This is an optimization exercise on Yosys and OpenROAD, whose aim is small area, not a production implementation.
Where RTL was checked, it was by simulation tests only, not by an equivalence proof against the original.
Function not checked in runs 1 to 5 and 7: the RTL went through the layout flow alone.
The flow treats the clock pin as an ideal source, which a real chip does not have.
Power and IR drop assume default switching activity.

### design/flow/flow/run.sh
#!/bin/bash
set -euo pipefail
bash standard.sh "BUFFER_PORTS_ARGS=-buffer_cell sky130_fd_sc_hd__buf_1" "CTS_ARGS=-sink_clustering_enable -repair_clock_nets -buf_list sky130_fd_sc_hd__clkbuf_8 -dont_use_dummy_load" finish > make.log 2>&1
### design/flow/standard.sh
#!/bin/bash
# synth_recipe.tcl (not shown) runs the flow's synth.tcl, then flattens the netlist and writes it again
# the make line also repeats each setting of config.mk as NAME=value (left out here)
make -C /OpenROAD-flow-scripts/flow DESIGN_CONFIG=/design/flow/config.mk WORK_HOME=/design/flow/orfs CLKGATE_MAP_FILE= SYNTH_SCRIPT=/design/flow/synth_recipe.tcl "${@:-finish}"
### design/flow/config.mk
export PLATFORM = sky130hd
export DESIGN_NAME = eqPath
export DESIGN_NICKNAME = eqPath
export VERILOG_FILES = /design/flow/design.v
export SDC_FILE = /design/flow/constraint.sdc
export NUM_CORES = 4
export LEC_CHECK = 0
export CAP_MARGIN = 20
export CORE_MARGIN = 2
export CORE_UTILIZATION = 65
export SLEW_MARGIN = 20
### design/flow/constraint.sdc
create_clock -name core_clock -period 10.0 [get_ports {S_AXI_ACLK}]
set_input_delay 2.0000 -clock core_clock [delete_from_list [all_inputs] [get_ports {S_AXI_ACLK}]]
set_output_delay 2.0000 -clock core_clock [all_outputs]
set_load 0.01 [all_outputs]
### design/flow/design.v
package eqPathPkg;
    typedef logic [16-1:0]        sample_t;      
    typedef logic signed [16-1:0] gain_t;        
    typedef logic                            channel_t;
    typedef logic [24-1:0]      dacWord_t;
    typedef logic [9-1:0]     hostAddr_t;
    typedef logic [32-1:0]     hostData_t;
    typedef struct packed {
        channel_t channel;
        sample_t  sample;
    } sampleBeat_t;
    typedef struct packed {
        gain_t ch1;
        gain_t ch0;
    } gainPair_t;
    typedef enum logic [1:0] {
        IDLE,
        SHIFT,
        DONE
    } spiState_t;
endpackage
module eqPath (
    input  logic      S_AXI_ACLK,
    input  logic      S_AXI_ARESETN,
    input  logic      hostWr,
    input  eqPathPkg::hostAddr_t hostAddr,
    input  eqPathPkg::hostData_t hostData,
    input  logic      ADC_SDO,
    output logic      ADC_SCK,
    output logic      ADC_SDI,
    output logic      ADC_CONV_CS,
    output logic      DAC_SCK,
    output logic      DAC_SDI,
    output logic      DAC_CONV_CS
);
    localparam logic [8:0] CNT_RST = 9'd281;
    logic [8:0] cnt;
    logic       tag;     
    logic adcWin, adcSck, sampleEn, adcSdi0, adcSdi1, dacWin, dacSck, dataWin, dacOne, dacTag, mulWin, gainLoad, jump0, jump1;
    assign adcWin   = (cnt[8] && cnt[7] && !cnt[6]);
    assign adcSck   = (cnt[8] && cnt[7] && cnt[1]);
    assign sampleEn = (cnt[7] && !cnt[6] && !cnt[1] && cnt[0]);
    assign adcSdi0  = (cnt[8] && cnt[7] && !cnt[6] && !cnt[5] && !cnt[4] && !cnt[3] && !cnt[2]);
    assign adcSdi1  = (cnt[8] && cnt[7] && !cnt[5] && !cnt[4] && !cnt[3] && cnt[2]);
    assign dacWin   = (!cnt[8] && !cnt[7]);
    assign dacSck   = (!cnt[8] && !cnt[7] && cnt[1]);
    assign dataWin  = (!cnt[7] && cnt[6]);
    assign dacOne   = (!cnt[8] && !cnt[7] && !cnt[4] && cnt[3]);
    assign dacTag   = (!cnt[7] && cnt[4] && cnt[3] && cnt[2]);
    assign mulWin   = (!cnt[7] && cnt[5] && cnt[4]);
    assign gainLoad = (cnt[8] && !cnt[7] && cnt[4]) || (!cnt[8] && !cnt[6] && !cnt[5] && !cnt[4] && !cnt[3] && !cnt[2] && !cnt[1] && cnt[0]);
    assign jump0    = (cnt[8] && cnt[6] && cnt[0]);
    assign jump1    = (cnt[8] && !cnt[7] && cnt[3] && cnt[0]);
    always_ff @(posedge S_AXI_ACLK) begin
        if (!S_AXI_ARESETN) begin
            cnt <= CNT_RST;
            tag <= 1'b0;
        end else begin
            cnt <= jump0 ? 9'd32 : (jump1 ? 9'd384 : (cnt + 9'd1));
            if (jump0) tag <= ~tag;
        end
    end
    logic [15:0] staged0, staged1;
    logic [15:0] sample;         
    logic [17:0] acc;            
    logic        hit0, hit1;
    logic        written0, written1;
    assign hit0 = hostWr && (hostAddr[3:0] == 4'hC) && !hostAddr[4];
    assign hit1 = hostWr && (hostAddr[3:0] == 4'hC) &&  hostAddr[4];
    always_ff @(posedge S_AXI_ACLK) begin
        if (hit0) staged0 <= hostData[15:0];
        if (hit1) staged1 <= hostData[15:0];
        written0 <= S_AXI_ARESETN && (written0 || hit0);
        written1 <= S_AXI_ARESETN && (written1 || hit1);
    end
    logic [15:0] nextGain;
    logic [16:0] gainRing;
    logic        gainNeg;        
    logic        pick0, pick1;
    assign pick0    = tag && written0;
    assign pick1    = !tag && written1;
    assign nextGain = (staged0 & {16{pick0}}) | (staged1 & {16{pick1}})
                    | (16'h4000 & {16{!pick0 && !pick1}});
    always_ff @(posedge S_AXI_ACLK) begin
        if (gainLoad) begin
            gainRing <= {nextGain[2:0], gainRing[14], nextGain[15:3]};
            gainNeg  <= nextGain[15];
        end else begin
            gainRing <= {gainRing[0], gainRing[16:1]};
        end
    end
    always_ff @(posedge S_AXI_ACLK) begin
        if (sampleEn) sample <= {sample[14:0], ADC_SDO ^ gainNeg};
    end
    logic        negSeen;        
    logic        mulBit;
    logic [16:0] addend, sum;
    assign mulBit = mulWin && (gainRing[0] ^ (gainNeg && negSeen));
    assign addend = {17{mulBit}} & {~sample[15], ~sample[15], sample[14:0]};
    always_ff @(posedge S_AXI_ACLK) begin
        negSeen <= mulWin && (negSeen || gainRing[0]);
    end
    logic [16:0] accExt;
    logic [17:0] carry;
    assign accExt   = {acc[17], acc[17:2]};
    assign carry[0] = mulBit && gainNeg;
    for (genvar i = 0; i < 17; i++) begin : g_add
        assign sum[i]     = accExt[i] ^ addend[i] ^ carry[i];
        assign carry[i+1] = (accExt[i] & addend[i]) | (carry[i] & (accExt[i] ^ addend[i]));
    end
    always_ff @(posedge S_AXI_ACLK) begin
        if (!dataWin) acc <= {sum[16] & mulWin, sum[15:0], acc[1]};
    end
    logic       sat;
    logic [3:0] bitIdx;
    logic       dataBit;
    assign sat     = !((acc[17] == acc[16]) && (acc[16] == acc[15]));
    assign bitIdx  = cnt[5:2];
    assign dataBit = sat ? ~acc[17] : (acc[15 - bitIdx] ^ (bitIdx == 4'd0));
    assign ADC_CONV_CS = !adcWin;
    assign ADC_SCK     = adcSck;
    assign ADC_SDI     = adcSdi0 || (adcSdi1 && tag);
    assign DAC_CONV_CS = !dacWin;
    assign DAC_SCK     = dacSck;
    assign DAC_SDI     = dataWin ? dataBit : (dacOne || (dacTag && tag));
endmodule
==> results of run 1 <==
## power by group
part	switching, mW	internal [mW]	total (mW)
Sequential	0.0111	0.439	0.450
Combinational	0.0169	0.0121	0.0290
Clock	0.112	0.0809	0.193
Total	0.140	0.532	0.672
## synth_stat cells (all sizes together)
library cell and n:
edfxtp 67, dfxtp 30, nand2 28, o21ai 18, fa 16, a22oi 14
and2 14, inv 14, nor2 11, clkbuf 10, buf 7, nand3 7
and3 6, nand4 5, mux4 4, xor2 4, a21oi 3, nor2b 3
nor4 3, o211ai 3, xnor2 3, a31o 2, mux2 2, mux2i 2
nor3 2, o21a 2, a21bo 1, a21boi 1, a22o 1, ha 1
nand3b 1, nand4b 1, nor3b 1, o21bai 1, o22ai 1, o311ai 1
o32a 1, or2 1, or3b 1, or4 1
## critical path: cells and delay by family, from the launching register on
| family | cells | cell delay, ps |
|---|---|---|
| flip-flops | 1 | 450 |
| adder cells (fa/ha/maj) | 16 | 5690 |
| XOR/XNOR | 1 | 220 |
| AND/OR/NAND/NOR | 3 | 300 |
| buffers and inverters | 4 | 380 |
## layout make-up
type	count	area, um2
tap	75	93.8
clock buffer	9	124
inverter	14	52.6
timing repair buffer	33	135
multi-input combinational	166	1360
fill	435	1650
sequential	97	2610
## registers in the layout, summed over array words and instances (netlist names)
name      flops
gainNeg       1
staged1      16
gainRing     17
written1      1
written0      1
negSeen       1
tag           1
cnt           9
staged0      16
acc          18
sample       16
## routing by layer
layer | global-route usage, % | share of wire, % | vias to the layer above
met5 | 0 | 0 | -
met4 | 7.77 | 2.1 | 0
met3 | 5.54 | 4.6 | 12
met2 | 27.9 | 45 | 51
met1 | 26.7 | 48 | 1073
li1 | - | - | 1116
## path summary, 6_finish.rpt
check	from	endpoint	cells past startpoint
setup reg to reg	gainNeg	acc[16]	24
hold reg to reg	gainRing[14]	gainRing[13]	0
setup / recovery	gainNeg	acc[16]	24
hold / removal	gainRing[14]	gainRing[13]	0
## per-stage QoR
step | utilization (%) | power (mW)
2_1_floorplan | - | 0.480
3_3_place_gp | 70.5 | 0.487
3_5_place_dp | 70.6 | 0.488
4_1_cts | 72.6 | 0.676
5_1_grt | 72.6 | 0.698
6_report | 72.6 | 0.672
## cells by family after synthesis
kind of cell / count (synthesis) / share of synthesized area [%]
buffers and inverters: 31 / 3.47
AO/OA/AOI/OAI: 49 / 9.47
XOR/XNOR: 7 / 1.49
AND/OR/NAND/NOR: 85 / 10.6
adder cells (fa/ha/maj): 17 / 8.10
flip-flops: 97 / 63.6
multiplexers: 8 / 3.32
==> key figures, run 1 <==
Outcome
  • Status: complete, no violations

Floorplanning
  • Die width: 83.5 um
  • Die Y: 83.5 um
  • Core ar.: 0.00603 mm2
  • Die ar.: 0.00698 mm2
  • # rows: 28
  • Starting density of the core: 68.2%
  • # IOs: 51

Synth
  • Synth warn: 1
  • #FFs+latches synth: 97
  • Net Count, Synth: 356
  • Cell Area, Synth: 0.00411 mm2
  • Register area share after synthesis: 63.6%
  • Gate Count Post-Synth: 294
  • Netlist cell types: 45
  • Main area contributors after synthesis: edfxtp_1 (49%), dfxtp_1 (15%), fa_1 (7.8%)
  • Mean Syn Cell Area: 14.0 um2
  • Area leader, netlist: edfxtp_1
  • Yosys top cell area share: 48.9%

Critical path
  • CP Launch Type: register
  • Worst-path cell chain: nand2_1 > xor2_1 > nor3_1 > buf_4 > nand2_1 > fa_1 > fa_1 > inv_1 > fa_1 > fa_1 > fa_1 > fa_1 > fa_1 > fa_1 > fa_1 > fa_1 > fa_1 > fa_1 > fa_1 > fa_1 > inv_1 > fa_1 > fa_1 > inv_1
  • Crit path arrival time: 7400 ps
  • Worst-path maximum fanout: 16
  • Most used cell, CP: fa_1
  • Crit. End Element: register
  • Slowest-stage cell, CP: edfxtp_1
  • Critical path type: reg2reg
  • Setup slack, reg-to-reg: 2800 ps
  • Data required, critical path: 10,200 ps
  • Crit path largest cell delay: 450 ps

CTS
  • Clock latency on the worst-skew pair: 350 ps
  • CTS clock-pin slew for the worst setup and hold paths: 90 ps
  • Hold buffer count at CTS: 0
  • Post-CTS Resized: 0
  • TritonCTS clock tree: yes
  • Post-CTS setup buffer count: 0
  • Clk root buf: clkbuf_8
  • CTS Sinks: 97
  • CTS max path bufs: 2
  • Htree depth: 3
  • CTS Buf Count: 9

STA
  • Final setup viols: 0
  • Final hold viol count: 0
  • Final Slew Violations: 0
  • Peak Freq: 139 MHz
  • Post-layout min period: 7200 ps
  • Worst rel slew slack: 27.9%
  • TNS Setup: 0 ps
  • Worst-Margin Slew: 1080 ps
  • Worst setup margin: 2800 ps
  • Hold_ws: 343 ps
  • Fin crit share: 72.0%
  • RSZ-0062 raised after global routing: false
  • Clk_skew: 26.6 ps

Routing
  • Drt wl/cell: 15.3 um
  • Vias per inst: 5.72
  • ANT nets after route: 0
  • DRT Pass-1 Iters: 4
  • # DRC: 0
  • Routed WL: 6010 um
  • DRT iter0 DRCs: 151
  • Via count: 2,252

Layout
  • Most common cell after layout, fill and taps aside: edfxtp_1
  • Fin nets: 383
  • Area growth from synthesis to layout: 6.45%
  • Antenna fix cells: 0
  • Most frequent cells in the layout: edfxtp_1 (67), dfxtp_1 (30), buf_1 (30)
  • Finished Cell Area: 0.00438 mm2
  • Final Non-Filler Cells: 394
  • Layout cells sized above 1: 12.5%

Flow run
  • Max Cap Viol: 0

Power
  • Worst vdd ir: 0.120 mV
  • Pwr per Cell Area: 154 mW/mm2
  • LEAKAGE: 1.57 nW

Global routing
  • Initial antenna violation count: 0
  • Number of global-route vias before repair: 2,106
  • Largest net degree at the start of global routing: 33
  • First-pass GRT wire length: 10,000 um
  • Total gr overflow: 0
  • Total GRT Usage: 18.9%

Min path
  • Hold Path Class: reg2reg

Placement
  • Gp weighted congestion: 0.799
  • Dpl cells: 385
  • Hpwl dp: 4160 um
  • Setup WS pre-CTS: 2820 ps
  • Placed Area: 0.00425 mm2
  • PortBufs: 30
==> inputs of run 2 (changes only) <==
--- a/design/flow/design.v
+++ b/design/flow/design.v
@@ -78,7 +78,3 @@
     logic        gainNeg;        
-    logic        pick0, pick1;
-    assign pick0    = tag && written0;
-    assign pick1    = !tag && written1;
-    assign nextGain = (staged0 & {16{pick0}}) | (staged1 & {16{pick1}})
-                    | (16'h4000 & {16{!pick0 && !pick1}});
+    assign nextGain = tag ? (written0 ? staged0 : 16'h4000) : (written1 ? staged1 : 16'h4000);
     always_ff @(posedge S_AXI_ACLK) begin
==> design/flow/flow/run.sh (replaced) <==
#!/bin/bash
# The standard ORFS layout (standard.sh) with these changes:
# - the smallest buffer (buf_1) on the ports,
# - a clock tree of clkbuf_8 without dummy loads, whose buffers post_cts.tcl
#   then downsizes where the clock pins keep their slew,
# - power recovery (downsizing of cells with slack), after which
#   post_grt.tcl repairs any slew or capacitance violation it left.
# make's full output goes to make.log; ORFS keeps each step's log in orfs/logs.
set -euo pipefail
F="$PWD/flow"
bash standard.sh \
  "BUFFER_PORTS_ARGS=-buffer_cell sky130_fd_sc_hd__buf_1" \
  "CTS_ARGS=-sink_clustering_enable -repair_clock_nets -buf_list sky130_fd_sc_hd__clkbuf_8 -dont_use_dummy_load" \
  "POST_CTS_TCL=$F/post_cts.tcl" \
  RECOVER_POWER=100 \
  "POST_GLOBAL_ROUTE_TCL=$F/post_grt.tcl" \
  finish > make.log 2>&1
==> design/flow/flow/post_cts.tcl (new file) <==
set clk_slew_target 0.118
set hold_target 1.0e-10

proc clk_pin_worst_slew {} {
  set worst 0
  foreach pin [get_pins -of_objects [all_registers] -filter "is_clock==1"] {
    foreach rf {rise fall} {
      set s [get_property $pin slew_max_$rf]
      if {$s ne "" && $s > $worst} { set worst $s }
    }
  }
  return $worst
}

proc clk_ok {} {
  global clk_slew_target hold_target
  estimate_parasitics -placement
  set s [clk_pin_worst_slew]
  set h [sta::worst_slack_cmd min]
  return [expr {$s <= $clk_slew_target && $h >= $hold_target}]
}

set bufs {}
foreach inst [[ord::get_db_block] getInsts] {
  set m [[$inst getMaster] getName]
  if {[regexp {^sky130_fd_sc_hd__clkbuf_(\d+)$} $m -> drive] && [string match "clkbuf_*" [$inst getName]]} {
    set n [llength [[[$inst findITerm X] getNet] getITerms]]
    lappend bufs [list $n [$inst getName] $m]
  }
}
puts "post_cts: clock buffers before: $bufs"
puts "post_cts: start worst clock pin slew [clk_pin_worst_slew], hold slack [sta::worst_slack_cmd min]"
if {[clk_ok]} {
  foreach b [lsort -integer -index 0 $bufs] {
    lassign $b n name orig
    foreach smaller {sky130_fd_sc_hd__clkbuf_4 sky130_fd_sc_hd__clkbuf_2} {
      set cur [[[[ord::get_db_block] findInst $name] getMaster] getName]
      replace_cell [get_cells $name] $smaller
      if {![clk_ok]} {
        replace_cell [get_cells $name] $cur
        break
      }
      puts "post_cts: $name ($n pins) -> $smaller"
    }
  }
  estimate_parasitics -placement
}
puts "post_cts: end worst clock pin slew [clk_pin_worst_slew], hold slack [sta::worst_slack_cmd min]"
==> design/flow/flow/post_grt.tcl (new file) <==
# Power recovery (RECOVER_POWER) can downsize the driver of a high-fanout net
# past its slew or capacitance limit; repair those nets, then refresh the
# global routes and the route guides the detailed router reads.
global_route -start_incremental
repair_design -slew_margin 20 -cap_margin 20
detailed_placement
global_route -end_incremental -congestion_report_file $::env(REPORTS_DIR)/congestion_post_hook.rpt
estimate_parasitics -global_routing
report_check_types -max_slew -max_capacitance -violators
write_guides $::env(RESULTS_DIR)/route.guide
==> run 2 against run 1 <==
Net effect: the run now fails in clock tree synthesis; synthesized cell count grew 1.4%; area after synthesis shrank 0.30%.
==> key figures, run 2 <==
Synth
  • Register area share after synthesis: 63.8% (+0.19 points)
  • Most frequent cell after synthesis: edfxtp_1
  • Main area contributors after synthesis: edfxtp_1 (49%), dfxtp_1 (15%), fa_1 (7.8%)
  • Synth warn: 1 (unchanged)
  • Synth top cells by count: edfxtp_1 (67), dfxtp_1 (30), nor2_1 (29)
  • #FFs+latches synth: 97 (unchanged)
  • Net Count, Synth: 360 (+1.1%)
  • Area leader, netlist: edfxtp_1
  • Cell Area, Synth: 0.00410 mm2 (-0.30%)
  • Top FF cell, synth: edfxtp_1
  • EDFF count, synth: 67 (unchanged)
  • Gate Count Post-Synth: 298 (+1.4%)
  • Netlist cell types: 44 (-2.2%)
  • Yosys top cell area share: 49.1% (+0.15 points)
  • Mean Syn Cell Area: 13.8 um2 (-1.6%)
  • Async set or reset register ratio after synthesis: 0% (unchanged)

Floorplanning
  • Starting density of the core: 68.4% (+0.19 points)
  • # IOs: 51 (unchanged)
  • Die width: 83.4 um (-0.14%)
  • # rows: 28 (unchanged)
  • Die Y: 83.4 um (-0.14%)

Outcome
  • Failed at: clock tree synthesis
  • Status: aborted with a tool error
  • Err: Error: cts.tcl, 90 can't read "clk_slew_target": no such variable

Placement
  • Dpl cells: 390 (+1.3%)
  • Setup WS pre-CTS: 2890 ps (+72.1 ps)
  • Hpwl dp: 4260 um (+2.5%)
  • Placed Area: 0.00425 mm2 (-0.12%)
  • Gp weighted congestion: 0.779 (-2.4%)
  • PortBufs: 30 (unchanged)

CTS
  • CTS Sinks: 97 (unchanged)
run 2: changes by cell type after synthesis, moves of 2 or more:
cell | before | now
a21oi_2 | 0 | 14
nor2_1 | 11 | 29
nand3_1 | 7 | 9
nand2b_1 | 0 | 2
o21ai_2 | 14 | 0
a31oi_1 | 0 | 2
nand2_1 | 28 | 15
and3_1 | 6 | 3
run 2: power by group through the flow:
| stage | Sequential (mW) | Clock (mW) | Combinational [mW] |
|---|---|---|---|
| 2_1_floorplan | 0.463 | 0 | 0.0395 |
| 3_3_place_gp | 0.470 | 0 | 0.0421 |
| 3_5_place_dp | 0.470 | 0 | 0.0437 |
run 2: cell families after synthesis:
group                      Yosys count  synth area share (%)
muxes                                6                  2.44
buffers and inverters               32                  3.66
AOI/OAI and AO/OA                   49                  9.53
DFF                                 97                  63.8
adders and majority gates           17                  8.12
xor gates and xnor gates             7                  1.50
and+or+nand+nor                     90                  11.0
run 2: how the worst min path moves through the flow:
| stage | end | slack [ps] | cells after the start |
|---|---|---|---|
| after floorplan | gainRing[13] | 310 | 0 |
| after global placement | gainRing[13] | 310 | 0 |
| after detailed placement | gainRing[13] | 320 | 0 |
==> inputs of run 3 (changes only) <==
--- a/design/flow/design.v
+++ b/design/flow/design.v
@@ -78,3 +78,7 @@
     logic        gainNeg;        
-    assign nextGain = tag ? (written0 ? staged0 : 16'h4000) : (written1 ? staged1 : 16'h4000);
+    logic        pick0, pick1;
+    assign pick0    = tag && written0;
+    assign pick1    = !tag && written1;
+    assign nextGain = (staged0 & {16{pick0}}) | (staged1 & {16{pick1}})
+                    | (16'h4000 & {16{!pick0 && !pick1}});
     always_ff @(posedge S_AXI_ACLK) begin
==> run 3 against run 2 <==
Net effect: area after synthesis is 0.31% higher; synthesized cell count is 1.3% lower; the run again fails in clock tree synthesis.
==> key figures, run 3 <==
Outcome
  • Failed at: clock tree synthesis
  • Status: aborted with a tool error
  • Err: Error: cts.tcl, 90 can't read "clk_slew_target": no such variable

Synth
  • Area leader, netlist: edfxtp_1
  • Yosys top cell area share: 48.9% (-0.15 points)
  • Mean Syn Cell Area: 14.0 um2 (+1.7%)
  • Async set or reset register ratio after synthesis: 0% (unchanged)
  • Main area contributors after synthesis: edfxtp_1 (49%), dfxtp_1 (15%), fa_1 (7.8%)
  • Most frequent cell after synthesis: edfxtp_1
  • EDFF count, synth: 67 (unchanged)
  • Netlist cell types: 45 (+2.3%)
  • Net Count, Synth: 356 (-1.1%)
  • Synth warn: 1 (unchanged)
  • Gate Count Post-Synth: 294 (-1.3%)
  • Synth top cells by count: edfxtp_1 (67), dfxtp_1 (30), nand2_1 (28)
  • #FFs+latches synth: 97 (unchanged)
  • Register area share after synthesis: 63.6% (-0.19 points)
  • Cell Area, Synth: 0.00411 mm2 (+0.31%)
  • Top FF cell, synth: edfxtp_1

Floorplanning
  • Starting density of the core: 68.2% (-0.19 points)
  • Die Y: 83.5 um (+0.14%)
  • # IOs: 51 (unchanged)
  • Die width: 83.5 um (+0.14%)
  • # rows: 28 (unchanged)

CTS
  • CTS Sinks: 97 (unchanged)

Placement
  • Gp weighted congestion: 0.799 (+2.5%)
  • Hpwl dp: 4160 um (-2.5%)
  • PortBufs: 30 (unchanged)
==> run 3: changes by cell type after synthesis, sizes merged, moves of 2 or more <==
cell / previous run / this run
nand2: 15 / 28
nand3: 9 / 7
nor2: 29 / 11
a31oi: 2 / 0
o21ai: 3 / 18
nand2b: 2 / 0
and3: 3 / 6
a21oi: 16 / 3
==> run 3: logic make-up after synthesis <==
kind of cell / count (synthesis) / synth area share [%]
buffers and inverters: 31 / 3.47
flip-flops: 97 / 63.6
AO/OA/AOI/OAI: 49 / 9.47
XOR/XNOR: 7 / 1.49
AND/OR/NAND/NOR: 85 / 10.6
adder cells (fa/ha/maj): 17 / 8.10
multiplexers: 8 / 3.32
==> run 3: through the flow <==
| stage | hold WS (ps) | std cells | worst slack (ps) | area, um2 | power [mW] |
|---|---|---|---|---|---|
| floorplan | 310 | 294 | 3260 | 4110 | 0.480 |
| global placement | 314 | 385 | 3030 | 4250 | 0.487 |
| detailed placement | 317 | 385 | 2820 | 4250 | 0.488 |
==> run 3: power by group through the flow <==
stage	combinational, mW	clock (mW)	sequential (mW)
floorplan	0.0282	0	0.452
global placement	0.0285	0	0.459
detailed placement	0.0294	0	0.459
==> run 3: how the worst max path moves through the flow <==
stage / to / cells after the start / start / slack (ps)
after floorplan: acc[16] / 24 / gainNeg / 3260
after detailed placement: acc[16] / 24 / gainNeg / 2820
after global placement: acc[16] / 24 / gainNeg / 3030
==> inputs of run 4 (changes only) <==
--- a/design/flow/flow/post_cts.tcl
+++ b/design/flow/flow/post_cts.tcl
@@ -1,3 +1,3 @@
-set clk_slew_target 0.118
-set hold_target 1.0e-10
+set ::clk_slew_target 0.118
+set ::hold_target 1.0e-10
 
@@ -15,3 +15,2 @@
 proc clk_ok {} {
-  global clk_slew_target hold_target
   estimate_parasitics -placement
@@ -19,3 +18,3 @@
   set h [sta::worst_slack_cmd min]
-  return [expr {$s <= $clk_slew_target && $h >= $hold_target}]
+  return [expr {$s <= $::clk_slew_target && $h >= $::hold_target}]
 }
==> run 4 against run 3 <==
Net effect: the run now finishes clean; synthesized cell count did not move; area after synthesis unchanged.
==> key figures, run 4 <==
Outcome
  • Status: complete, no violations

Power
  • Pwr per Cell Area: 150 mW/mm2
  • Worst vdd ir: 0.121 mV
  • LEAKAGE: 1.52 nW

Synth
  • Netlist cell types: 45 (unchanged)
  • Top FF cell, synth: edfxtp_1
  • #FFs+latches synth: 97 (unchanged)
  • Register area share after synthesis: 63.6% (unchanged)
  • Synth top cells by count: edfxtp_1 (67), dfxtp_1 (30), nand2_1 (28)
  • Most frequent cell after synthesis: edfxtp_1
  • Cell Area, Synth: 0.00411 mm2 (unchanged)
  • Mean Syn Cell Area: 14.0 um2 (unchanged)
  • Net Count, Synth: 356 (unchanged)
  • Gate Count Post-Synth: 294 (unchanged)
  • EDFF count, synth: 67 (unchanged)
  • Async set or reset register ratio after synthesis: 0% (unchanged)
  • Yosys top cell area share: 48.9% (unchanged)
  • Synth warn: 1 (unchanged)
  • Area leader, netlist: edfxtp_1
  • Main area contributors after synthesis: edfxtp_1 (49%), dfxtp_1 (15%), fa_1 (7.8%)

Routing
  • ANT nets after route: 0
  • # DRC: 0
  • Drt wl/cell: 15.2 um
  • Routed WL: 6000 um
  • Via count: 2,248
  • DRT Pass-1 Iters: 4
  • Vias per inst: 5.71
  • DRT iter0 DRCs: 147

Critical path
  • CP Launch Type: register
  • Setup slack, reg-to-reg: 2630 ps
  • R2r endpoint: acc[16]
  • Crit. End Element: register
  • Worst-path maximum fanout: 16
  • Data required, critical path: 10,370 ps
  • Crit path arrival time: 7740 ps
  • Critical path type: reg2reg
  • Depth of the most critical reg-to-reg path: 24
  • Worst r2r src: gainNeg

Placement
  • Placed Area: 0.00425 mm2 (unchanged)
  • Setup WS pre-CTS: 2820 ps (unchanged)
  • Hpwl dp: 4160 um (unchanged)
  • Dpl cells: 385 (unchanged)
  • Gp weighted congestion: 0.799 (unchanged)
  • PortBufs: 30 (unchanged)

Floorplanning
  • Core ar.: 0.00603 mm2
  • Die Y: 83.5 um (unchanged)
  • Die width: 83.5 um (unchanged)
  • Die ar.: 0.00698 mm2
  • Starting density of the core: 68.2% (unchanged)
  • # rows: 28 (unchanged)
  • # IOs: 51 (unchanged)

Layout
  • Largest register by flop count: acc
  • Finished Cell Area: 0.00427 mm2
  • Layout cells sized above 1: 7.21%
  • Area growth from synthesis to layout: 3.81%
  • Most frequent cells in the layout: edfxtp_1 (67), dfxtp_1 (30), buf_1 (29)
  • Antenna fix cells: 0
  • Max reg flops: 18
  • Fin nets: 383
  • Top Registers: acc: 18 flops, gainRing: 17 flops
  • Final Non-Filler Cells: 394
  • Most common cell after layout, fill and taps aside: edfxtp_1

Global routing
  • Total gr overflow: 0
  • Initial antenna violation count: 0
  • First-pass GRT wire length: 10,000 um
  • Number of global-route vias before repair: 2,105
  • Largest net degree at the start of global routing: 33
  • Total GRT Usage: 18.9%

STA
  • Clk_skew: 38.9 ps
  • Worst setup margin: 2630 ps
  • Final Slew Violations: 0
  • TNS Setup: 0 ps
  • Worst-Margin Slew: 1080 ps
  • Final setup viols: 0
  • Final hold viol count: 0
  • Worst rel slew slack: 27.6%
  • Hold_ws: 341 ps
  • Fin crit share: 73.7%
  • Peak Freq: 136 MHz
  • Post-layout min period: 7370 ps

Min path
  • Hold path depth: 0
  • Hold endpoint: gainRing[13]
  • Hold Path Class: reg2reg
  • Hold Crit Start: gainRing[14]

CTS
  • TritonCTS clock tree: yes
  • Clock latency on the worst-skew pair: 510 ps
  • CTS Sinks: 97 (unchanged)
  • CTS clock-pin slew for the worst setup and hold paths: 120 ps

Flow run
  • Max Cap Viol: 0
run 4: worst max-delay path by stage:
stage               startpoint       to  slack [ps]  depth (start not counted)
finish                 gainNeg  acc[16]        2630                         24
floorplan              gainNeg  acc[16]        3260                         24
detailed placement     gainNeg  acc[16]        2820                         24
global placement       gainNeg  acc[16]        3030                         24
run 4: where the power goes:
group | switching (mW) | leakage [nW] | total (mW) | internal, mW
Clock | 0.110 | 0.0513 | 0.166 | 0.0562
Sequential | 0.0109 | 0.913 | 0.450 | 0.439
Combinational | 0.0148 | 0.554 | 0.0251 | 0.0104
run 4: layer usage:
layer	wire, um	vias to the layer above	global-route usage [%]
met3	306	7	5.54
li1	-	1112	-
met2	2730	51	27.8
met4	81	0	7.77
met5	0	-	0
met1	2880	1078	26.8
run 4: layout make-up:
cell class              count  area [um2]
well taps                  75        93.8
multi-input cells         166        1290
clock buffers               9        90.1
repair buffers             33         124
flip-flops and latches     97        2610
fillers                   459        1760
inverters                  14        52.6
run 4: cell families after synthesis:
group	Yosys count	synth area share, %
AOI/OAI and AO/OA	49	9.47
and+or+nand+nor	85	10.6
adders and majority gates	17	8.10
DFF	97	63.6
buffers and inverters	31	3.47
muxes	8	3.32
xor gates and xnor gates	7	1.49
run 4: through the flow:
step | utilization [%] | power, mW
floorplan | - | 0.480
global placement | 70.5 | 0.487
detailed placement | 70.6 | 0.488
finish | 70.8 | 0.641
run 4: worst max-delay path, stage by stage (launching register included):
cell	delay, ps
edfxtp_1	470
nand2_1	110
xor2_1	200
nor3_1	80
clkbuf_1	280
nand2_1	190
fa_1	190
fa_1	160
inv_1	50
fa_1	400
fa_1	390
fa_1	390
fa_1	400
fa_1	410
fa_1	390
fa_1	380
fa_1	390
fa_1	410
fa_1	420
fa_1	420
fa_1	370
inv_1	70
fa_1	170
fa_1	400
inv_1	60
==> inputs of run 5 (changes only) <==
--- a/design/flow/design.v
+++ b/design/flow/design.v
@@ -78,7 +78,3 @@
     logic        gainNeg;        
-    logic        pick0, pick1;
-    assign pick0    = tag && written0;
-    assign pick1    = !tag && written1;
-    assign nextGain = (staged0 & {16{pick0}}) | (staged1 & {16{pick1}})
-                    | (16'h4000 & {16{!pick0 && !pick1}});
+    assign nextGain = tag ? (written0 ? staged0 : 16'h4000) : (written1 ? staged1 : 16'h4000);
     always_ff @(posedge S_AXI_ACLK) begin
==> run 5 against run 4 <==
Net effect: sequential share of layout area down 0.66 points; sequential cell count unchanged; register-to-register slack is essentially flat; critical path depth unchanged; setup slack improved by 6.4 ps; non-clock buffer count increased by 2; cell count is 1.3% higher; clock skew increased by 2.7 ps; area after synthesis fell by 0.30%; core utilization is 1.2 points higher.
==> key figures, run 5 <==
Global routing
  • Grt met1 use: 29.9% (+3.1 points)
  • Largest net degree at the start of global routing: 33 (unchanged)
  • Initial antenna violation count: 0 (unchanged)
  • Number of global-route vias before repair: 2,216 (+5.3%)
  • Total gr overflow: 0 (unchanged)
  • GRT Max-Usage Layer: met2
  • Routing usage on met3: 2.98% (-2.6 points)
  • First-pass GRT wire length: 10,800 um (+7.6%)
  • Total GRT Usage: 20.1% (+1.2 points)
  • Met2 Use GR: 30.2% (+2.4 points)

STA
  • Clk_skew: 41.6 ps (+2.68 ps)
  • Final Slew Violations: 0 (unchanged)
  • Worst rel slew slack: 33.2% (+5.6 points)
  • TNS Setup: 0 ps (unchanged)
  • Worst-Margin Slew: 1000 ps (-81.8 ps)
  • Post-layout min period: 7360 ps (-6.41 ps)
  • Fin crit share: 73.6% (about the same)
  • Final hold viol count: 0 (unchanged)
  • Final setup viols: 0 (unchanged)
  • Peak Freq: 136 MHz (about the same)

CTS
  • CTS Sinks: 97 (unchanged)
  • CTS clock-pin slew for the worst setup and hold paths: 110 ps (about the same)
  • TritonCTS clock tree: yes
  • Clock latency on the worst-skew pair: 500 ps (about the same)

Synth
  • Synth top cells by count: edfxtp_1 (67), dfxtp_1 (30), nor2_1 (29)
  • EDFF count, synth: 67 (unchanged)
  • Synth warn: 1 (unchanged)
  • Area leader, netlist: edfxtp_1
  • Main area contributors after synthesis: edfxtp_1 (49%), dfxtp_1 (15%), fa_1 (7.8%)
  • Register area share after synthesis: 63.8% (+0.19 points)
  • #FFs+latches synth: 97 (unchanged)
  • Net Count, Synth: 360 (+1.1%)
  • Cell Area, Synth: 0.00410 mm2 (-0.30%)
  • Most frequent cell after synthesis: edfxtp_1
  • Yosys top cell area share: 49.1% (+0.15 points)
  • Async set or reset register ratio after synthesis: 0% (unchanged)
  • Netlist cell types: 44 (-2.2%)
  • Top FF cell, synth: edfxtp_1
  • Mean Syn Cell Area: 13.8 um2 (-1.6%)
  • Gate Count Post-Synth: 298 (+1.4%)

Critical path
  • Setup slack, reg-to-reg: 2640 ps (about the same)
  • Depth of the most critical reg-to-reg path: 24 (unchanged)
  • CP Launch Type: register
  • Data required, critical path: 10,360 ps (about the same)
  • Worst r2r src: gainNeg
  • Crit path arrival time: 7720 ps (-20 ps)
  • Worst-path maximum fanout: 16 (unchanged)
  • Critical path type: reg2reg
  • R2r endpoint: acc[16]
  • Crit. End Element: register

Layout
  • Most common cell after layout, fill and taps aside: edfxtp_1
  • Antenna fix cells: 0 (unchanged)
  • Layout cells sized above 1: 10.5% (+3.3 points)
  • Top Registers: acc: 18 flops, gainRing: 17 flops
  • Largest register by flop count: acc
  • Area growth from synthesis to layout: 5.25%
  • Fin nets: 388 (+1.3%)
  • Most frequent cells in the layout: edfxtp_1 (67), dfxtp_1 (30), nor2_1 (29), buf_1 (29), fa_1 (16)
  • Filler cells: 426 (-7.2%)
  • Max reg flops: 18 (unchanged)

Placement
  • PortBufs: 30 (unchanged)
  • Hpwl dp: 4260 um (+2.5%)
  • Gp weighted congestion: 0.779 (-2.4%)

Routing
  • DRT Pass-1 Iters: 4 (unchanged)
  • Vias per inst: 5.69 (-0.33%)
  • DRT iter0 DRCs: 166 (+13%)
  • Drt wl/cell: 16.1 um (+5.7%)
  • Routed WL: 6420 um (+7.0%)
  • ANT nets after route: 0 (unchanged)
  • Via count: 2,269 (+0.93%)
  • # DRC: 0 (unchanged)

Power
  • LEAKAGE: 1.53 nW (+0.80%)
  • Clk pwr share: 23.9% (-2.0 points)
  • Pwr per Cell Area: 154 mW/mm2 (+2.3%)
  • Sw Ratio: 21.8% (+0.62 points)
  • Worst vdd ir: 0.129 mV (+7.4%)
  • Net Switching: 145 uW (+6.5%)
  • Internal: 519 uW (+2.6%)
  • Part of the power in registers: 69.6% (-0.5 points)
  • Total Power: 663 uW (+3.4%)
  • Comb power frac: 6.4% (+2.5 points)

Min path
  • Hold Crit Start: gainRing[14]
  • Hold endpoint: gainRing[13]
  • Hold path depth: 0 (unchanged)
  • Hold Path Class: reg2reg

Floorplanning
  • Core ar.: 0.00599 mm2 (-0.58%)
  • # IOs: 51 (unchanged)
  • Die ar.: 0.00696 mm2 (-0.29%)
  • # rows: 28 (unchanged)
  • Starting density of the core: 68.4% (+0.19 points)
  • Die width: 83.4 um (-0.14%)
  • Die Y: 83.4 um (-0.14%)

Flow run
  • Max Cap Viol: 0 (unchanged)

Outcome
  • Status: complete, no violations
-- run 5: changes by cell type after synthesis, moves of 2 or more --
cell,delta
nor2_1,+18
o21ai_2,-14
a31oi_1,+2
a21oi_2,+14
nand2b_1,+2
nand3_1,+2
nand2_1,-13
and3_1,-3
-- run 5: worst max path at each step --
stage / from / endpoint / slack (ps) / cells after the start
after floorplan: gainNeg / acc[16] / 3260 / 24
after global placement: gainNeg / acc[16] / 2950 / 24
after detailed placement: gainNeg / acc[16] / 2890 / 24
final: gainNeg / acc[16] / 2640 / 24
-- run 5: kinds of logic after synthesis --
logic type / after synthesis / synth area share [%]
adders and majority gates: 17 / 8.12
muxes: 6 / 2.44
and+or+nand+nor: 90 / 11.0
buffers and inverters: 32 / 3.66
DFF: 97 / 63.8
AOI/OAI and AO/OA: 49 / 9.53
xor gates and xnor gates: 7 / 1.50
-- run 5: power by group through the flow --
stage	clock, mW	sequential [mW]	combinational, mW
floorplan	0	0.463	0.0395
global placement	0	0.470	0.0421
detailed placement	0	0.470	0.0437
finish	0.159	0.462	0.0428
-- run 5: final cells by class --
cell class | instances | area, um2 | share of cell area, %
repair buffers | 35 | 133 | 3.08
clock buffers | 9 | 83.8 | 1.94
multi-input cells | 169 | 1340 | 31.0
inverters | 14 | 52.6 | 1.22
flip-flops and latches | 97 | 2610 | 60.6
well taps | 75 | 93.8 | 2.18
-- run 5: routing by layer --
| metal | vias to the layer above | share of wire [%] |
|---|---|---|
| li1 | 1115 | - |
| met1 | 1094 | 49 |
| met2 | 52 | 46 |
| met3 | 8 | 3.7 |
| met4 | 0 | 1.7 |
| met5 | - | 0 |
-- run 5: per-stage QoR --
step	setup WS, ps	util, %	instance area, um2	hold slack [ps]	instances
floorplan	3260	-	4100	310	298
global placement	2950	70.8	4240	311	390
detailed placement	2890	70.9	4250	321	390
finish	2640	72.0	4310	365	399
-- run 5: worst max-delay path: stages (launching register included) --
cell and delay [ps]:
edfxtp_1 480, nand2_1 120, xor2_1 190, nor3_1 60, clkbuf_1 310, nand2_1 190
fa_1 200, fa_1 160, inv_1 50, fa_1 380, fa_1 390, fa_1 400
fa_1 390, fa_1 430, fa_1 400, fa_1 390, fa_1 390, fa_1 400
fa_1 400, fa_1 410, fa_1 370, inv_1 90, fa_1 180, fa_1 410
inv_1 60
==> inputs of run 6 (changes only) <==
==> design/flow/design.v (replaced) <==
package eqPathPkg;
    typedef logic [16-1:0]        sample_t;      
    typedef logic signed [16-1:0] gain_t;        
    typedef logic                            channel_t;
    typedef logic [24-1:0]      dacWord_t;
    typedef logic [9-1:0]     hostAddr_t;
    typedef logic [32-1:0]     hostData_t;
    typedef struct packed {
        channel_t channel;
        sample_t  sample;
    } sampleBeat_t;
    typedef struct packed {
        gain_t ch1;
        gain_t ch0;
    } gainPair_t;
    typedef enum logic [1:0] {
        IDLE,
        SHIFT,
        DONE
    } spiState_t;
endpackage
module eqPath (
    input  logic      S_AXI_ACLK,
    input  logic      S_AXI_ARESETN,
    input  logic      hostWr,
    input  eqPathPkg::hostAddr_t hostAddr,
    input  eqPathPkg::hostData_t hostData,
    input  logic      ADC_SDO,
    output logic      ADC_SCK,
    output logic      ADC_SDI,
    output logic      ADC_CONV_CS,
    output logic      DAC_SCK,
    output logic      DAC_SDI,
    output logic      DAC_CONV_CS
);
    localparam logic [8:0] CNT_RST = 9'd297;
    logic [8:0] cnt;
    logic       tag;     
    logic adcWin, adcSck, adcSdi0, adcSdi1, dacWin, dacSck, dataWin, dacOne, dacTag, gainLoad, sampleEn, mulWin, step0, pass, ph0, phHigh, phOdd, ph1, ph0b, satCap, dataMsb, jump0, jump1;
    assign adcWin   = (cnt[8] && cnt[6]);
    assign adcSck   = (cnt[8] && cnt[6] && cnt[1]);
    assign adcSdi0  = (cnt[8] && cnt[6] && !cnt[5] && !cnt[4] && !cnt[3] && !cnt[2]);
    assign adcSdi1  = (cnt[8] && cnt[6] && !cnt[5] && !cnt[4] && !cnt[3] && cnt[2]);
    assign dacWin   = (!cnt[8] && !cnt[7]);
    assign dacSck   = (!cnt[8] && !cnt[7] && cnt[1]);
    assign dataWin  = (!cnt[8] && !cnt[7] && cnt[6]);
    assign dacOne   = (!cnt[8] && !cnt[7] && !cnt[4] && cnt[3]);
    assign dacTag   = (!cnt[8] && !cnt[7] && cnt[4] && cnt[3] && cnt[2]);
    assign gainLoad = (cnt[8] && !cnt[6] && cnt[5]) || (!cnt[8] && !cnt[6] && !cnt[5] && !cnt[4] && !cnt[3] && !cnt[2] && !cnt[1] && cnt[0]);
    assign sampleEn = (!cnt[7] && !cnt[1] && cnt[0]);
    assign mulWin   = (cnt[8]);
    assign step0    = (cnt[8] && cnt[6] && !cnt[5] && !cnt[4] && !cnt[3] && !cnt[1]) || (cnt[8] && cnt[6] && !cnt[5] && !cnt[4] && !cnt[3] && !cnt[2]);
    assign pass     = (!cnt[6] && cnt[5]);
    assign ph0      = (!cnt[8] && !cnt[1] && !cnt[0]) || (cnt[8] && cnt[1] && !cnt[0]);
    assign phHigh   = (!cnt[1]);
    assign phOdd    = (cnt[0]);
    assign ph1      = (cnt[1]);
    assign ph0b     = (cnt[0]);
    assign satCap   = (!cnt[6] && !cnt[1] && !cnt[0]);
    assign dataMsb  = (!cnt[5] && !cnt[4] && !cnt[3] && !cnt[2]);
    assign jump0    = (cnt[8] && cnt[7] && cnt[0]);
    assign jump1    = (cnt[8] && !cnt[6] && cnt[3] && cnt[0]);
    always_ff @(posedge S_AXI_ACLK) begin
        if (!S_AXI_ARESETN) begin
            cnt <= CNT_RST;
            tag <= 1'b0;
        end else begin
            cnt <= jump0 ? 9'd32 : (jump1 ? 9'd320 : (cnt + 9'd1));
            if (jump0) tag <= ~tag;
        end
    end
    logic [15:0] staged0, staged1;
    logic        hit0, hit1;
    logic        written0, written1;
    assign hit0 = hostWr && (hostAddr[3:0] == 4'hC) && !hostAddr[4];
    assign hit1 = hostWr && (hostAddr[3:0] == 4'hC) &&  hostAddr[4];
    always_ff @(posedge S_AXI_ACLK) begin
        if (hit0) staged0 <= hostData[15:0];
        if (hit1) staged1 <= hostData[15:0];
        written0 <= S_AXI_ARESETN && (written0 || hit0);
        written1 <= S_AXI_ARESETN && (written1 || hit1);
    end
    logic [15:0] nextGain;
    logic [15:0] gainSwap;
    logic        pick0, pick1;
    assign pick0    = tag && written0;
    assign pick1    = !tag && written1;
    assign nextGain = (staged0 & {16{pick0}}) | (staged1 & {16{pick1}})
                    | (16'h4000 & {16{!pick0 && !pick1}});
    always_ff @(posedge S_AXI_ACLK) begin
        if (gainLoad) gainSwap <= nextGain;
        else          gainSwap <= {gainSwap[7:0], gainSwap[15:8]};
    end
    logic adcBit;
    always_ff @(posedge S_AXI_ACLK) begin
        if (sampleEn) adcBit <= ADC_SDO;
    end
    logic [31:0] p;
    logic        carry;              
    logic        shiftIn;            
    logic        addOn, subOn;
    logic [7:0]  gainByte, addend, byteIn;
    logic [8:0]  byteSum;
    logic        gainSign;
    assign gainSign = phOdd ? gainSwap[7] : gainSwap[15];
    assign gainByte = phHigh ? {8{gainSign}} : gainSwap[7:0];
    assign addOn    = mulWin && !step0 && adcBit;
    assign subOn    = step0 && !adcBit;
    assign addend   = (gainByte & {8{addOn}}) | (~gainByte & {8{subOn}});
    assign byteIn   = pass ? p[7:0]
                    : ({p[6:0], shiftIn && !ph0} & {8{!step0}});
    logic [8:0] c;
    assign c[0] = ph0 ? subOn : carry;
    for (genvar i = 0; i < 8; i++) begin : g_add
        assign byteSum[i] = byteIn[i] ^ addend[i] ^ c[i];
        assign c[i+1]     = (byteIn[i] & addend[i]) | (c[i] & (byteIn[i] ^ addend[i]));
    end
    assign byteSum[8] = c[8];
    always_ff @(posedge S_AXI_ACLK) begin
        p       <= {byteSum[7:0], p[31:8]};
        carry   <= byteSum[8];
        shiftIn <= p[7];
    end
    logic satOn, satNeg;
    always_ff @(posedge S_AXI_ACLK) begin
        if (satCap) begin
            satOn  <= !((p[31] == p[30]) && (p[30] == p[29]));
            satNeg <= p[31];
        end
    end
    logic       pBit;
    logic       dataBit;
    always_comb begin
        case ({ph1, ph0b})
            2'd0:    pBit = p[29];
            2'd1:    pBit = p[21];
            2'd2:    pBit = p[13];
            default: pBit = p[5];
        endcase
    end
    assign dataBit = satOn ? !satNeg : (pBit ^ dataMsb);
    assign ADC_CONV_CS = !adcWin;
    assign ADC_SCK     = adcSck;
    assign ADC_SDI     = adcSdi0 || (adcSdi1 && tag);
    assign DAC_CONV_CS = !dacWin;
    assign DAC_SCK     = dacSck;
    assign DAC_SDI     = dataWin ? dataBit : (dacOne || (dacTag && tag));
endmodule
==> run 6 against run 5 <==
Net effect: sequential share of layout area shrank 0.15 points; core utilization fell by 2.2 points; via count fell by 6.8%; setup slack improved by 2300 ps; critical endpoint is now p[31]; combinational power increased by 62%; hold slack lost 45 ps; largest cell class unchanged; total power grew 12%.
==> key figures, run 6 <==
STA
  • Final setup viols: 0 (unchanged)
  • Worst-Margin Slew: 952 ps (-50.2 ps)
  • Post-layout min period: 5020 ps (-2340 ps)
  • Clk_skew: 39.2 ps (-2.41 ps)
  • TNS Setup: 0 ps (unchanged)
  • Worst rel slew slack: 36.6% (+3.3 points)
  • Peak Freq: 199 MHz (+47%)
  • Fin crit share: 50.2% (-23 points)
  • Final Slew Violations: 0 (unchanged)
  • Final hold viol count: 0 (unchanged)

CTS
  • CTS Sinks: 97 (unchanged)
  • Clock latency on the worst-skew pair: 540 ps (+40 ps)
  • CTS clock-pin slew for the worst setup and hold paths: 110 ps (about the same)
  • TritonCTS clock tree: yes

Power
  • Total Power: 742 uW (+12%)
  • LEAKAGE: 1.36 nW (-11%)
  • Pwr per Cell Area: 196 mW/mm2 (+27%)
  • Worst vdd ir: 0.110 mV (-15%)

Floorplanning
  • # IOs: 51 (unchanged)
  • Die width: 78.5 um (-5.9%)
  • Die ar.: 0.00616 mm2 (-11%)
  • # rows: 27 (-3.6%)
  • Core ar.: 0.00544 mm2 (-9.2%)
  • Starting density of the core: 66.3% (-2.1 points)
  • Die Y: 78.5 um (-5.9%)

Critical path
  • Worst r2r src: cnt[1]
  • Most used cell, CP: fa_1
  • R2r endpoint: p[31]
  • Worst-path cell chain: nand2_1 > nand4_1 > nor2b_1 > a32oi_1 > fa_1 > fa_1 > fa_1 > fa_1 > fa_1 > inv_1 > fa_1 > inv_1 > fa_1 > inv_1 > fa_1
  • Crit path largest cell delay: 770 ps (+290 ps)
  • Crit path arrival time: 5420 ps (-2300 ps)
  • Slowest-stage cell, CP: dfxtp_1
  • CP Launch Type: register
  • Critical path type: reg2reg
  • Worst-path maximum fanout: 19 (+3)
  • Data required, critical path: 10,400 ps (+40 ps)
  • Crit. End Element: register
  • Depth of the most critical reg-to-reg path: 15 (-38%)
  • Setup slack, reg-to-reg: 4980 ps (+2340 ps)

Layout
  • Most common cell after layout, fill and taps aside: dfxtp_1
  • Most frequent cells in the layout: dfxtp_1 (62), edfxtp_1 (35), buf_1 (29)
  • Largest register by flop count: p
  • Antenna fix cells: 0 (unchanged)
  • Area growth from synthesis to layout: 5.17% (about the same)
  • Filler cells: 421 (-1.2%)
  • Max reg flops: 32 (+14)
  • Layout cells sized above 1: 5.02% (-5.5 points)
  • Fin nets: 378 (-2.6%)

Routing
  • DRT iter0 DRCs: 90 (-46%)
  • DRT Pass-1 Iters: 4 (unchanged)
  • Routed WL: 5570 um (-13%)
  • Vias per inst: 5.41 (-4.9%)
  • # DRC: 0 (unchanged)
  • Via count: 2,115 (-6.8%)
  • ANT nets after route: 0 (unchanged)
  • Drt wl/cell: 14.3 um (-11%)

Min path
  • Hold endpoint: p[16]
  • Hold Path Class: reg2reg
  • Hold Crit Start: p[24]
  • Hold path depth: 0 (unchanged)

Global routing
  • First-pass GRT wire length: 9470 um (-12%)
  • Number of global-route vias before repair: 2,126 (-4.1%)
  • Largest net degree at the start of global routing: 33 (unchanged)
  • Total GRT Usage: 20.9% (+0.75 points)
  • Initial antenna violation count: 0 (unchanged)
  • Total gr overflow: 0 (unchanged)

Placement
  • PortBufs: 30 (unchanged)
  • Hpwl dp: 3850 um (-9.8%)
  • Gp weighted congestion: 0.801 (+2.8%)

Synth
  • Yosys top cell area share: 34.4% (-15 points)
  • Netlist cell types: 44 (unchanged)
  • Most frequent cell after synthesis: dfxtp_1
  • Cell Area, Synth: 0.00361 mm2 (-12%)
  • Main area contributors after synthesis: dfxtp_1 (34%), edfxtp_1 (29%), fa_1 (4.4%)
  • Area leader, netlist: dfxtp_1
  • #FFs+latches synth: 97 (unchanged)
  • Async set or reset register ratio after synthesis: 0% (unchanged)
  • Gate Count Post-Synth: 296 (-0.67%)
  • Synth top cells by count: dfxtp_1 (62), edfxtp_1 (35), nand2_1 (25)
  • EDFF count, synth: 35 (-48%)
  • Register area share after synthesis: 63.5% (-0.21 points)
  • Synth warn: 1 (unchanged)
  • Top FF cell, synth: dfxtp_1
  • Mean Syn Cell Area: 12.2 um2 (-11%)
  • Net Count, Synth: 353 (-1.9%)

Outcome
  • Status: complete, no violations

Flow run
  • Max Cap Viol: 0 (unchanged)
[run 6: changes by cell type after synthesis, sizes merged, moves of 7 or more]
cell	previous run	this run
dfxtp	30	62
edfxtp	67	35
o21ai	3	19
nor2	29	14
and2	15	2
nand2	15	25
mux2i	1	10
fa	16	8
a22oi	14	21
[run 6: worst max-delay path by stage]
stage,startpoint,end,slack [ps],cells after the start
global placement,cnt[1],p[31],5080,15
finish,cnt[1],p[31],4980,15
floorplan,cnt[1],p[31],5670,17
detailed placement,cnt[1],p[31],5050,15
[run 6: worst max-delay path: cells and delay by family (launching register included)]
family                     cells  cell delay, ps
AOI/OAI and AO/OA              1             220
adders and majority gates      8            2890
buffers and inverters          3             210
DFF                            1             770
and+or+nand+nor                3             800
[run 6: power breakdown]
| part | switching (mW) | total (mW) | internal, mW |
|---|---|---|---|
| registers | 0.0349 | 0.510 | 0.475 |
| clock network | 0.107 | 0.163 | 0.0560 |
| logic | 0.0396 | 0.0694 | 0.0298 |
| total | 0.181 | 0.742 | 0.561 |
[run 6: logic make-up (layout without fill, tap and decap cells)]
group | count (synthesis) | count (layout) | share of synthesized area, %
DFF | 97 | 97 | 63.5
and+or+nand+nor | 69 | 69 | 9.85
AOI/OAI and AO/OA | 62 | 62 | 11.1
buffers and inverters | 37 | 60 | 4.58
adders and majority gates | 12 | 12 | 5.83
muxes | 12 | 12 | 3.40
xor gates and xnor gates | 7 | 7 | 1.70
[run 6: routing by layer]
metal | wire length [um] | up-vias | track usage (%)
met5 | 0 | - | 0
met4 | 97 | 0 | 10.0
met3 | 238 | 8 | 6.21
met2 | 2750 | 45 | 35.3
met1 | 2490 | 975 | 24.4
li1 | - | 1087 | -
[run 6: metrics by stage]
step           instance area [um2]  utilization (%)  std cells  hold slack, ps  worst slack (ps)
2_1_floorplan                 3610                -        296             310              5670
6_report                      3790             69.7        391             321              4980
3_5_place_dp                  3730             68.5        381             312              5050
3_3_place_gp                  3730             68.5        381             310              5080
[run 6: cell type report]
type	count	area, um2	share of cell area (%)
tap	72	90.1	2.37
timing repair buffer	33	124	3.27
inverter	18	67.6	1.78
sequential	97	2290	60.4
clock buffer	9	90.1	2.37
multi-input combinational	162	1130	29.8
==> inputs of run 7 (changes only) <==
--- a/design/flow/design.v
+++ b/design/flow/design.v
@@ -38,3 +38,3 @@
     logic       tag;     
-    logic adcWin, adcSck, adcSdi0, adcSdi1, dacWin, dacSck, dataWin, dacOne, dacTag, gainLoad, sampleEn, mulWin, step0, pass, ph0, phHigh, phOdd, ph1, ph0b, satCap, dataMsb, jump0, jump1;
+    logic adcWin, adcSck, adcSdi0, adcSdi1, dacWin, dacSck, dataWin, dacOne, dacTag, gainLoad, sampleEn, mulWin, step0, ph0, phHigh, phOdd, ph1, ph0b, satCap, dataMsb, jump0, jump1;
     assign adcWin   = (cnt[8] && cnt[6]);
@@ -52,3 +52,2 @@
     assign step0    = (cnt[8] && cnt[6] && !cnt[5] && !cnt[4] && !cnt[3] && !cnt[1]) || (cnt[8] && cnt[6] && !cnt[5] && !cnt[4] && !cnt[3] && !cnt[2]);
-    assign pass     = (!cnt[6] && cnt[5]);
     assign ph0      = (!cnt[8] && !cnt[1] && !cnt[0]) || (cnt[8] && cnt[1] && !cnt[0]);
@@ -58,3 +57,3 @@
     assign ph0b     = (cnt[0]);
-    assign satCap   = (!cnt[6] && !cnt[1] && !cnt[0]);
+    assign satCap   = (!cnt[6] && !cnt[4] && !cnt[3] && !cnt[2] && !cnt[1] && !cnt[0]);
     assign dataMsb  = (!cnt[5] && !cnt[4] && !cnt[3] && !cnt[2]);
@@ -82,13 +81,15 @@
     end
-    logic [15:0] nextGain;
+    logic [15:0] gainSwapN;
+    logic        load0, load1, loadUnity;
+    assign load0     = gainLoad && tag && written0;
+    assign load1     = gainLoad && !tag && written1;
+    assign loadUnity = gainLoad && !(tag ? written0 : written1);
+    logic [15:0] loadValN;
+    assign loadValN = ~((staged0 & {16{load0}}) | (staged1 & {16{load1}})
+                        | (16'h4000 & {16{loadUnity}}));
+    always_ff @(posedge S_AXI_ACLK) begin
+        gainSwapN <= loadValN & ({gainSwapN[7:0], gainSwapN[15:8]} | {16{gainLoad}});
+    end
     logic [15:0] gainSwap;
-    logic        pick0, pick1;
-    assign pick0    = tag && written0;
-    assign pick1    = !tag && written1;
-    assign nextGain = (staged0 & {16{pick0}}) | (staged1 & {16{pick1}})
-                    | (16'h4000 & {16{!pick0 && !pick1}});
-    always_ff @(posedge S_AXI_ACLK) begin
-        if (gainLoad) gainSwap <= nextGain;
-        else          gainSwap <= {gainSwap[7:0], gainSwap[15:8]};
-    end
+    assign gainSwap = ~gainSwapN;
     logic adcBit;
@@ -109,4 +110,3 @@
     assign addend   = (gainByte & {8{addOn}}) | (~gainByte & {8{subOn}});
-    assign byteIn   = pass ? p[7:0]
-                    : ({p[6:0], shiftIn && !ph0} & {8{!step0}});
+    assign byteIn   = {p[6:0], ph0 ? (p[31] && !mulWin) : shiftIn} & {8{!step0}};
     logic [8:0] c;
@@ -134,6 +134,6 @@
         case ({ph1, ph0b})
-            2'd0:    pBit = p[29];
-            2'd1:    pBit = p[21];
-            2'd2:    pBit = p[13];
-            default: pBit = p[5];
+            2'd0:    pBit = p[5];
+            2'd1:    pBit = p[30];
+            2'd2:    pBit = p[22];
+            default: pBit = p[14];
         endcase
==> run 7 against run 6 <==
Net effect: still clean; setup slack lost 80 ps; non-clock buffer count unchanged; routed wire length decreased by 0.29%; critical endpoint unchanged; largest power group unchanged.
==> key figures, run 7 <==
Floorplanning
  • Die Y: 79.1 um (+0.72%)
  • Die width: 79.1 um (+0.72%)
  • Die ar.: 0.00625 mm2 (+1.4%)
  • # IOs: 51 (unchanged)
  • # rows: 27 (unchanged)
  • Starting density of the core: 66.9% (+0.60 points)
  • Core ar.: 0.00547 mm2 (+0.62%)

Power
  • Total Power: 749 uW (+0.92%)
  • LEAKAGE: 1.42 nW (+4.0%)
  • Pwr per Cell Area: 193 mW/mm2 (-1.5%)
  • Worst vdd ir: 0.119 mV (+7.7%)

Min path
  • Hold Path Class: reg2reg

STA
  • Worst-Margin Slew: 918 ps (-34.0 ps)
  • Fin crit share: 51.0% (+0.80 points)
  • Post-layout min period: 5100 ps (+80.2 ps)
  • Final setup viols: 0 (unchanged)
  • Clk_skew: 35.9 ps (-3.27 ps)
  • Worst rel slew slack: 38.8% (+2.3 points)
  • Final Slew Violations: 0 (unchanged)
  • TNS Setup: 0 ps (unchanged)
  • Peak Freq: 196 MHz (-1.6%)
  • Final hold viol count: 0 (unchanged)

Layout
  • Multi-input combinational cell area: 0.00122 mm2 (+7.8%)
  • Filler cells: 427 (+1.4%)
  • Antenna fix cells: 0 (unchanged)
  • Most common cell after layout, fill and taps aside: dfxtp_1
  • Most frequent cells in the layout: dfxtp_1 (62), edfxtp_1 (35), buf_1 (29)
  • Max reg flops: 32 (unchanged)
  • Area growth from synthesis to layout: 6.08%
  • Layout cells sized above 1: 10.3% (+5.2 points)
  • Fin nets: 371 (-1.9%)
  • Reg area: 0.00229 mm2 (unchanged)
  • Largest register by flop count: p

CTS
  • Clock latency on the worst-skew pair: 520 ps (-20 ps)
  • TritonCTS clock tree: yes
  • CTS Sinks: 97 (unchanged)
  • CTS clock-pin slew for the worst setup and hold paths: 110 ps (about the same)

Synth
  • Register area share after synthesis: 62.6% (-0.96 points)
  • Net Count, Synth: 340 (-3.7%)
  • Synth warn: 1 (unchanged)
  • Top FF cell, synth: dfxtp_1
  • Synth top cells by count: dfxtp_1 (62), edfxtp_1 (35), inv_1 (17), nand2_1 (17), nor2_1 (17)
  • Area leader, netlist: dfxtp_1
  • Most frequent cell after synthesis: dfxtp_1
  • EDFF count, synth: 35 (unchanged)
  • #FFs+latches synth: 97 (unchanged)
  • Async set or reset register ratio after synthesis: 0% (unchanged)
  • Cell Area, Synth: 0.00366 mm2 (+1.5%)
  • Yosys top cell area share: 33.9% (-0.52 points)
  • Main area contributors after synthesis: dfxtp_1 (34%), edfxtp_1 (29%), fa_1 (4.4%)
  • Netlist cell types: 38 (-14%)
  • Gate Count Post-Synth: 283 (-4.4%)
  • Mean Syn Cell Area: 12.9 um2 (+6.2%)

Routing
  • Drt wl/cell: 14.5 um (+1.5%)
  • Vias per inst: 5.47 (+1.1%)
  • DRT iter0 DRCs: 79 (-12%)
  • # DRC: 0 (unchanged)
  • DRT Pass-1 Iters: 6 (+2)
  • ANT nets after route: 0 (unchanged)
  • Routed WL: 5560 um (-0.29%)
  • Via count: 2,101 (-0.66%)

Global routing
  • Met2 Use GR: 32.7% (-2.5 points)
  • Routing usage on met3: 5.80% (-0.41 points)
  • Grt met1 use: 24.5% (+0.14 points)
  • Largest net degree at the start of global routing: 18 (-45%)
  • Total gr overflow: 0 (unchanged)
  • GRT Max-Usage Layer: met2
  • Number of global-route vias before repair: 2,002 (-5.8%)
  • Total GRT Usage: 19.9% (-0.96 points)
  • Initial antenna violation count: 0 (unchanged)
  • First-pass GRT wire length: 9180 um (-3.1%)

Critical path
  • Crit path arrival time: 5500 ps (+80 ps)
  • Data required, critical path: 10,400 ps (about the same)
  • CP Launch Type: register
  • Critical path type: reg2reg
  • Worst-path maximum fanout: 11 (-8)
  • Crit. End Element: register

Flow run
  • Max Cap Viol: 0 (unchanged)

Placement
  • Hpwl dp: 3880 um (+0.78%)
  • PortBufs: 30 (unchanged)
  • Gp weighted congestion: 0.837 (+4.4%)

Outcome
  • Status: complete, no violations
run 7: final timing paths:
| kind | startpoint | end | slack [ps] | depth (start not counted) |
|---|---|---|---|---|
| worst min register to register | p[17] | p[9] | 330 | 0 |
| worst max-delay path | cnt[3] | p[31] | 4900 | 15 |
| worst min-delay path | p[17] | p[9] | 330 | 0 |
| worst max register to register | cnt[3] | p[31] | 4900 | 15 |
run 7: power breakdown:
group | switching [mW] | internal, mW | leakage (nW) | total [mW]
clock network | 0.107 | 0.0560 | 0.0513 | 0.163
registers | 0.0328 | 0.481 | 0.830 | 0.514
logic | 0.0395 | 0.0322 | 0.537 | 0.0717
total | 0.179 | 0.570 | 1.42 | 0.749
run 7: final cells by class:
class | count | area share (%)
well taps | 72 | 2.32
flip-flops and latches | 97 | 59.0
clock buffers | 9 | 2.32
inverters | 17 | 1.64
repair buffers | 33 | 3.38
multi-input cells | 156 | 31.3
run 7: stage by stage:
stage                     std cells  utilization, %  instance area [um2]  hold WS, ps  setup WS (ps)
after floorplan                 283               -                 3660          310           5400
after global placement          374            69.6                 3810          310           4930
after detailed placement        374            69.6                 3810          314           4940
final                           384            71.0                 3880          334           4900
run 7: worst max-delay path, cell delays in order (launching register included):
cell,delay (ps)
dfxtp_1,430
nor3_1,320
nand4_1,370
nor2_1,540
mux2i_1,200
fa_1,460
fa_1,390
fa_1,380
fa_1,390
fa_1,380
inv_1,80
fa_1,150
inv_1,50
fa_1,350
inv_1,80
fa_1,400
run 7: cells by family after synthesis:
group	Yosys count	synth area share, %
flip-flops	97	62.6
AND/OR/NAND/NOR	68	9.33
AO/OA/AOI/OAI	41	7.62
buffers and inverters	30	3.72
multiplexers	29	9.57
adder cells (fa/ha/maj)	12	5.74
XOR/XNOR	6	1.43
run 7: per-layer routing:
| layer | up-vias | wire length (um) |
|---|---|---|
| met5 | - | 0 |
| met3 | 9 | 201 |
| li1 | 1050 | - |
| met2 | 36 | 2780 |
| met4 | 0 | 85 |
| met1 | 1006 | 2490 |

[static timing again, ports no longer ideal]
No port has a modelled driver above. Below, the same layouts with a new extraction and two added sets of constraints.
Step 1: set_driving_cell puts a clkbuf_16 on S_AXI_ACLK and a buf_2 on each other input, an assumption about the parent block.
Step 2 moves the port delays by t, midway between the first and last clock arrival at a register: inputs arrive t later, outputs are due t later. That takes back most of the time a late clock gives input paths.
Slacks: no drivers / after step 1 / after step 2; pairs: no drivers / after step 1.
| run | shift t [ns] | setup slack, ns | worst setup path after step 2 | cell pins on the clock port's net |
|---|---|---|---|---|
| run 1 | 0.367 | 2.803 / 2.803 / 2.803 | register to register | 1 |
| run 4 | 0.522 | 2.631 / 2.631 / 2.631 | register to register | 1 |
| run 5 | 0.504 | 2.637 / 2.637 / 2.637 | register to register | 1 |
| run 6 | 0.547 | 4.978 / 4.978 / 4.978 | register to register | 1 |
| run 7 | 0.532 | 4.898 / 4.898 / 4.898 | register to register | 1 |
After both steps every run listed still meets setup and hold.
